Context: an optimization exercise on an open-source flow, tuned for small area. The choices shown serve that exercise and are no tape-out recipe.
Where RTL was checked, it was by simulation tests only, not by an equivalence proof against the original.

Design sxp, start of the top module:
module sxp
(
  input  wire        clk,
  input  wire        reset_b,
  input  wire [31:0] mem_inst,
  output wire [31:0] mem_pc,
  output wire        spw_we,
  output wire [31:0] spw_addr,
  output wire [31:0] spw_data
);
Size in the first run: about 630 flip-flops, ~130 I/O pins, roughly 17000 um^2 of cells after synthesis.
==> module sxp, before the edit <==
module sxp
(
  input  wire        clk,
  input  wire        reset_b,
  input  wire [31:0] mem_inst,
  output wire [31:0] mem_pc,
  output wire        spw_we,
  output wire [31:0] spw_addr,
  output wire [31:0] spw_data
);
  reg  [4:0] cnt;       
  reg        clr;       
  wire [2:0] ph = cnt[2:0];
  wire       p0 = (cnt[4:3] == 2'd0);
  wire       p1 = (cnt[4:3] == 2'd1);
  wire       p2 = (cnt[4:3] == 2'd2);
  wire       p3 = (cnt[4:3] == 2'd3);
  wire [1:0] dest    = mem_inst[31:30];
  wire       src_pc  = mem_inst[28];      
  wire       src_imm = mem_inst[27];      
  wire [2:0] op      = mem_inst[26:24];
  wire [3:0] wb      = mem_inst[23:20];
  wire [3:0] rd      = mem_inst[19:16];
  wire [3:0] ra      = mem_inst[15:12];
  wire [3:0] rb      = mem_inst[11:8];
  wire       vld     = ~mem_inst[29] & ~clr;
  wire       wb_flag = (wb[3:2] == 2'b01);
  wire       is_reg  = vld & (dest == 2'b00);
  wire       is_jmp  = vld & (dest == 2'b01);
  wire       is_st   = vld & (dest == 2'b10);
  wire       sub     = (op == 3'd1);
  wire       addsub  = (op[2:1] == 2'b00);
  wire       shl     = (op == 3'd5);
  reg  [31:0] pc;
  reg  [31:0] sa;       
  reg  [31:0] sd;       
  reg  [4:0]  s;        
  reg  [3:0]  prev;     
  reg         ac;       
  reg         pcc;      
  reg         zacc;     
  reg         tk;       
  wire [3:0]  raddr = p1 ? (src_imm ? rd : ra) : rb;
  wire [63:0] heads;
  wire [3:0]  rport = heads[4*raddr +: 4];
  wire        wclr  = clr & p3;
  wire        wen   = is_reg & (p2 | (p3 & (ph == 3'd0) & wb_flag));
  wire [3:0]  v;
  wire [3:0]  wdata = wclr ? 4'd0 : (p2 ? v : sd[3:0]);
  genvar g;
  generate
    for (g = 0; g < 16; g = g + 1)
    begin : rf
      reg  [31:0] q;
      wire        we = wclr | (wen & (rd == g));
      always @(posedge clk)
        q <= {(we ? wdata : q[3:0]), q[31:4]};
      assign heads[4*g +: 4] = q[3:0];
    end
  endgenerate
  wire [3:0] imm_dig = ph[2] ? 4'd0 : mem_inst[4*ph[1:0] +: 4];
  wire [3:0] b_t     = src_imm ? imm_dig : rport;
  wire       last2 = (cnt == 5'd23);
  wire       pshift = (cnt >= 5'd23) & (cnt <= 5'd30);
  wire [4:0] pinc = {1'b0, pc[3:0]} + {4'd0, (last2 | pcc)};
  wire [3:0] a_t;       
  wire [2:0] dd   = s[4:2] ^ {3{shl}};
  wire [1:0] rr   = s[1:0] ^ {2{shl}};
  reg  [3:0] tapv;
  always @(*)
  begin
    case (dd)
      3'd0:    tapv = sa[7:4];
      3'd1:    tapv = sa[11:8];
      3'd2:    tapv = sa[15:12];
      3'd3:    tapv = sa[19:16];
      3'd4:    tapv = sa[23:20];
      3'd5:    tapv = sa[27:24];
      3'd6:    tapv = sa[31:28];
      default: tapv = a_t;
    endcase
  end
  wire [3:0] ph_d = {1'b0, ph} + {1'b0, dd};
  wire       ge7  = (ph_d >= 4'd7);
  wire       tvld = shl ? (p1 & ge7) : ((p1 & (ph == 3'd7)) | (p2 & ~ge7));
  wire [3:0] newd = tapv & {4{tvld}};
  wire [7:0] win  = {newd, prev};
  wire [6:0] win1 = shl ? win[7:1] : win[6:0];
  wire [6:0] wsh  = win1 >> rr;
  wire [3:0] ysh  = wsh[3:0];
  wire [3:0] a2  = sa[3:0];
  wire [3:0] bx  = p1 ? 4'd0 : (b_t ^ {4{sub}});
  wire       aci = (ph == 3'd0) ? (sub | p1) : ac;
  wire [4:0] sum = {1'b0, a2} + {1'b0, bx} + {4'd0, aci};
  assign a_t = src_pc ? sum[3:0] : rport;
  reg  [3:0] y;
  always @(*)
  begin
    case (op)
      3'd0, 3'd1: y = sum[3:0];
      3'd2:       y = a2 & b_t;
      3'd3:       y = a2 | b_t;
      3'd4:       y = a2 ^ b_t;
      3'd5:       y = sd[3:0];
      3'd6:       y = ysh;
      default:    y = b_t;
    endcase
  end
  assign v = wb_flag ? 4'd0 : y;
  wire zrun = ((ph == 3'd0) | zacc) & (y == 4'd0);
  wire fz   = zrun;
  wire fn   = y[3];
  wire fv   = addsub & (a2[3] == bx[3]) & (sum[3] != a2[3]);
  wire fc   = addsub & sum[4];
  reg  fsel;
  always @(*)
  begin
    case (wb[1:0])
      2'd0:    fsel = fz;
      2'd1:    fsel = fn;
      2'd2:    fsel = fv;
      default: fsel = fc;
    endcase
  end
  wire take_c = is_jmp & ((mem_inst[0] & ~src_imm) ? (s[0] ^ mem_inst[1]) : 1'b1);
  wire take   = last2 ? take_c : tk;
  wire [3:0] tgt  = (last2 & wb_flag) ? {3'b000, fsel} : sd[7:4];
  wire [3:0] pnew = clr ? 4'd0 : (take ? tgt : pinc[3:0]);
  wire [3:0] sa_in = p1 ? a_t : (p2 ? b_t : (p3 ? pc[31:28] : sa[3:0]));
  wire [3:0] sd_in = (p1 & shl) ? ysh : (p2 ? v : sd[3:0]);
  always @(posedge clk)
  begin
    sa   <= {sa_in, sa[31:4]};
    sd   <= {sd_in, sd[31:5], ((last2 & wb_flag) ? fsel : sd[4])};
    if (pshift)
      pc <= {pnew, pc[31:4]};
    prev <= newd;
    ac   <= sum[4];
    pcc  <= pinc[4];
    zacc <= zrun;
    if (last2)
      tk <= take_c;
    if (cnt == 5'd0)
      s[3:0] <= b_t;
    if (cnt == 5'd1)
      s[4] <= b_t[0];
  end
  always @(posedge clk or negedge reset_b)
  begin
    if (!reset_b)
    begin
      cnt  <= 5'd23;
      clr  <= 1'b1;
    end
    else
    begin
      cnt <= cnt + 5'd1;
      if (cnt == 5'd31)
        clr <= 1'b0;
    end
  end
  assign mem_pc   = pc;
  assign spw_we   = is_st & (cnt == 5'd24);
  assign spw_addr = sa;
  assign spw_data = sd;
endmodule
==> flow/config.mk <==
export PLATFORM = sky130hd
export DESIGN_NAME = sxp
export DESIGN_NICKNAME = sxp
export VERILOG_FILES = /design/flow/design.v
export SDC_FILE = /design/flow/constraint.sdc
export NUM_CORES = 4
export LEC_CHECK = 0
export ABC_AREA = 1
export CAP_MARGIN = 20
export CORE_MARGIN = 2
export CORE_UTILIZATION = 70
export CTS_BUF_LIST = sky130_fd_sc_hd__clkbuf_8
export CTS_CLUSTER_DIAMETER = 40
export CTS_CLUSTER_SIZE = 18
export SLEW_MARGIN = 20
==> flow/constraint.sdc <==
create_clock -name core_clock -period 10.0 [get_ports {clk}]
set_input_delay 2.0000 -clock core_clock [delete_from_list [all_inputs] [get_ports {clk}]]
set_output_delay 2.0000 -clock core_clock [all_outputs]
set_load 0.01 [all_outputs]
standard.sh (not shown) runs the stock make flow with config.mk's settings and CLKGATE_MAP_FILE= SYNTH_SCRIPT=/design/flow/synth_recipe.tcl, a recipe that flattens the netlist after the stock synthesis.
==> flow/flow/run.sh <==
#!/bin/bash
# Standard layout, with the port buffers made of the smallest buffer cell.
cp standard.sh standard_sh_copy.log
export BUFFER_PORTS_ARGS="-buffer_cell sky130_fd_sc_hd__buf_1"
bash standard.sh > standard.log 2>&1
The baseline finished clean.
Rerun with:
--- a/flow/design.v
+++ b/flow/design.v
@@ -67,12 +67,13 @@
   reg  [31:0] sa;       
   reg  [31:0] sd;       
   reg  [4:0]  s;        
   reg  [3:0]  prev;     
   reg         ac;       
   reg         pcc;      
+  reg         ncc;      
   reg         zacc;     
   reg         tk;       
   wire [3:0]  raddr = p1 ? (src_imm ? rd : ra) : rb;
   wire [63:0] heads;
   wire [3:0]  rport = heads[4*raddr +: 4];
   wire        wclr  = clr & p3;
@@ -92,42 +93,30 @@
   endgenerate
   wire [3:0] imm_dig = ph[2] ? 4'd0 : mem_inst[4*ph[1:0] +: 4];
   wire [3:0] b_t     = src_imm ? imm_dig : rport;
   wire       last2 = (cnt == 5'd23);
   wire       pshift = (cnt >= 5'd23) & (cnt <= 5'd30);
   wire [4:0] pinc = {1'b0, pc[3:0]} + {4'd0, (last2 | pcc)};
-  wire [3:0] a_t;       
-  wire [2:0] dd   = s[4:2] ^ {3{shl}};
-  wire [1:0] rr   = s[1:0] ^ {2{shl}};
-  reg  [3:0] tapv;
-  always @(*)
-  begin
-    case (dd)
-      3'd0:    tapv = sa[7:4];
-      3'd1:    tapv = sa[11:8];
-      3'd2:    tapv = sa[15:12];
-      3'd3:    tapv = sa[19:16];
-      3'd4:    tapv = sa[23:20];
-      3'd5:    tapv = sa[27:24];
-      3'd6:    tapv = sa[31:28];
-      default: tapv = a_t;
-    endcase
-  end
-  wire [3:0] ph_d = {1'b0, ph} + {1'b0, dd};
-  wire       ge7  = (ph_d >= 4'd7);
-  wire       tvld = shl ? (p1 & ge7) : ((p1 & (ph == 3'd7)) | (p2 & ~ge7));
+  wire [4:0] ninc = {1'b0, pc[31:28]} + {4'd0, ((cnt == 5'd24) | ncc)};
+  wire [3:0] a_t  = src_pc ? sa[3:0] : rport;
+  wire [2:0] d  = s[4:2];
+  wire [1:0] r  = s[1:0];
+  wire [2:0] j  = shl ? (3'd0 - d) : (d + 3'd1);      
+  wire [3:0] tapv = (j == 3'd0) ? a_t : sa[4*j +: 4];
+  wire [3:0] ph_d = {1'b0, ph} + {1'b0, d};
+  wire       tvld = shl ? (p1 & (ph >= d))
+                        : ((p1 & (ph == 3'd7)) | (p2 & (ph_d <= 4'd6)));
   wire [3:0] newd = tapv & {4{tvld}};
   wire [7:0] win  = {newd, prev};
-  wire [6:0] win1 = shl ? win[7:1] : win[6:0];
-  wire [6:0] wsh  = win1 >> rr;
+  wire [2:0] fo   = shl ? (3'd4 - {1'b0, r}) : {1'b0, r};
+  wire [7:0] wsh  = win >> fo;
   wire [3:0] ysh  = wsh[3:0];
   wire [3:0] a2  = sa[3:0];
-  wire [3:0] bx  = p1 ? 4'd0 : (b_t ^ {4{sub}});
-  wire       aci = (ph == 3'd0) ? (sub | p1) : ac;
+  wire [3:0] bx  = b_t ^ {4{sub}};
+  wire       aci = (ph == 3'd0) ? sub : ac;
   wire [4:0] sum = {1'b0, a2} + {1'b0, bx} + {4'd0, aci};
-  assign a_t = src_pc ? sum[3:0] : rport;
   reg  [3:0] y;
   always @(*)
   begin
     case (op)
       3'd0, 3'd1: y = sum[3:0];
       3'd2:       y = a2 & b_t;
@@ -155,23 +144,24 @@
     endcase
   end
   wire take_c = is_jmp & ((mem_inst[0] & ~src_imm) ? (s[0] ^ mem_inst[1]) : 1'b1);
   wire take   = last2 ? take_c : tk;
   wire [3:0] tgt  = (last2 & wb_flag) ? {3'b000, fsel} : sd[7:4];
   wire [3:0] pnew = clr ? 4'd0 : (take ? tgt : pinc[3:0]);
-  wire [3:0] sa_in = p1 ? a_t : (p2 ? b_t : (p3 ? pc[31:28] : sa[3:0]));
+  wire [3:0] sa_in = p1 ? a_t : (p2 ? b_t : (p3 ? ninc[3:0] : sa[3:0]));
   wire [3:0] sd_in = (p1 & shl) ? ysh : (p2 ? v : sd[3:0]);
   always @(posedge clk)
   begin
     sa   <= {sa_in, sa[31:4]};
     sd   <= {sd_in, sd[31:5], ((last2 & wb_flag) ? fsel : sd[4])};
     if (pshift)
       pc <= {pnew, pc[31:4]};
     prev <= newd;
     ac   <= sum[4];
     pcc  <= pinc[4];
+    ncc  <= ninc[4];
     zacc <= zrun;
     if (last2)
       tk <= take_c;
     if (cnt == 5'd0)
       s[3:0] <= b_t;
     if (cnt == 5'd1)
What happened: Cell area hardly moves; die area rose by 0.97%; synthesized area rose by 1.0%; global-route usage rose by 1.3 points; clock skew rose by 0.016 ns; fmax rose by 9.3%; core utilization fell by 0.24 points.
The RTL of the second run of this note was laid out without a check of its function.

==> re-timing with driven ports <==
The flow's constraints put no driver on any port. The routed layouts listed below were extracted and timed again, unchanged, in two steps. Step 1, drivers: a clkbuf_16 drives clk and a buf_2 each remaining input, both assumed. Step 2 times the ports against the registers' clock, not the clock port: input delays grow and output delays shrink by t, the midpoint of the rising clock arrivals with the driver on. a / b / c = ideal / step 1 / step 2; a / b = the first two.
| run | t (ns) | setup slack, ns | clock arrival spread, ns | cell pins on the clock port's net |
|---|---|---|---|---|
| the first run | 0.633 | 3.231 / 3.194 / 2.561 | 0.038 / 0.038 | 1 |
| the second run | 0.647 | 3.806 / 3.800 / 3.153 | 0.054 / 0.055 | 1 |
After both steps setup and hold are still met in every run listed. The setup slack of the first run, which loses most, moves by -0.037 ns with the drivers and by -0.670 ns with both steps.
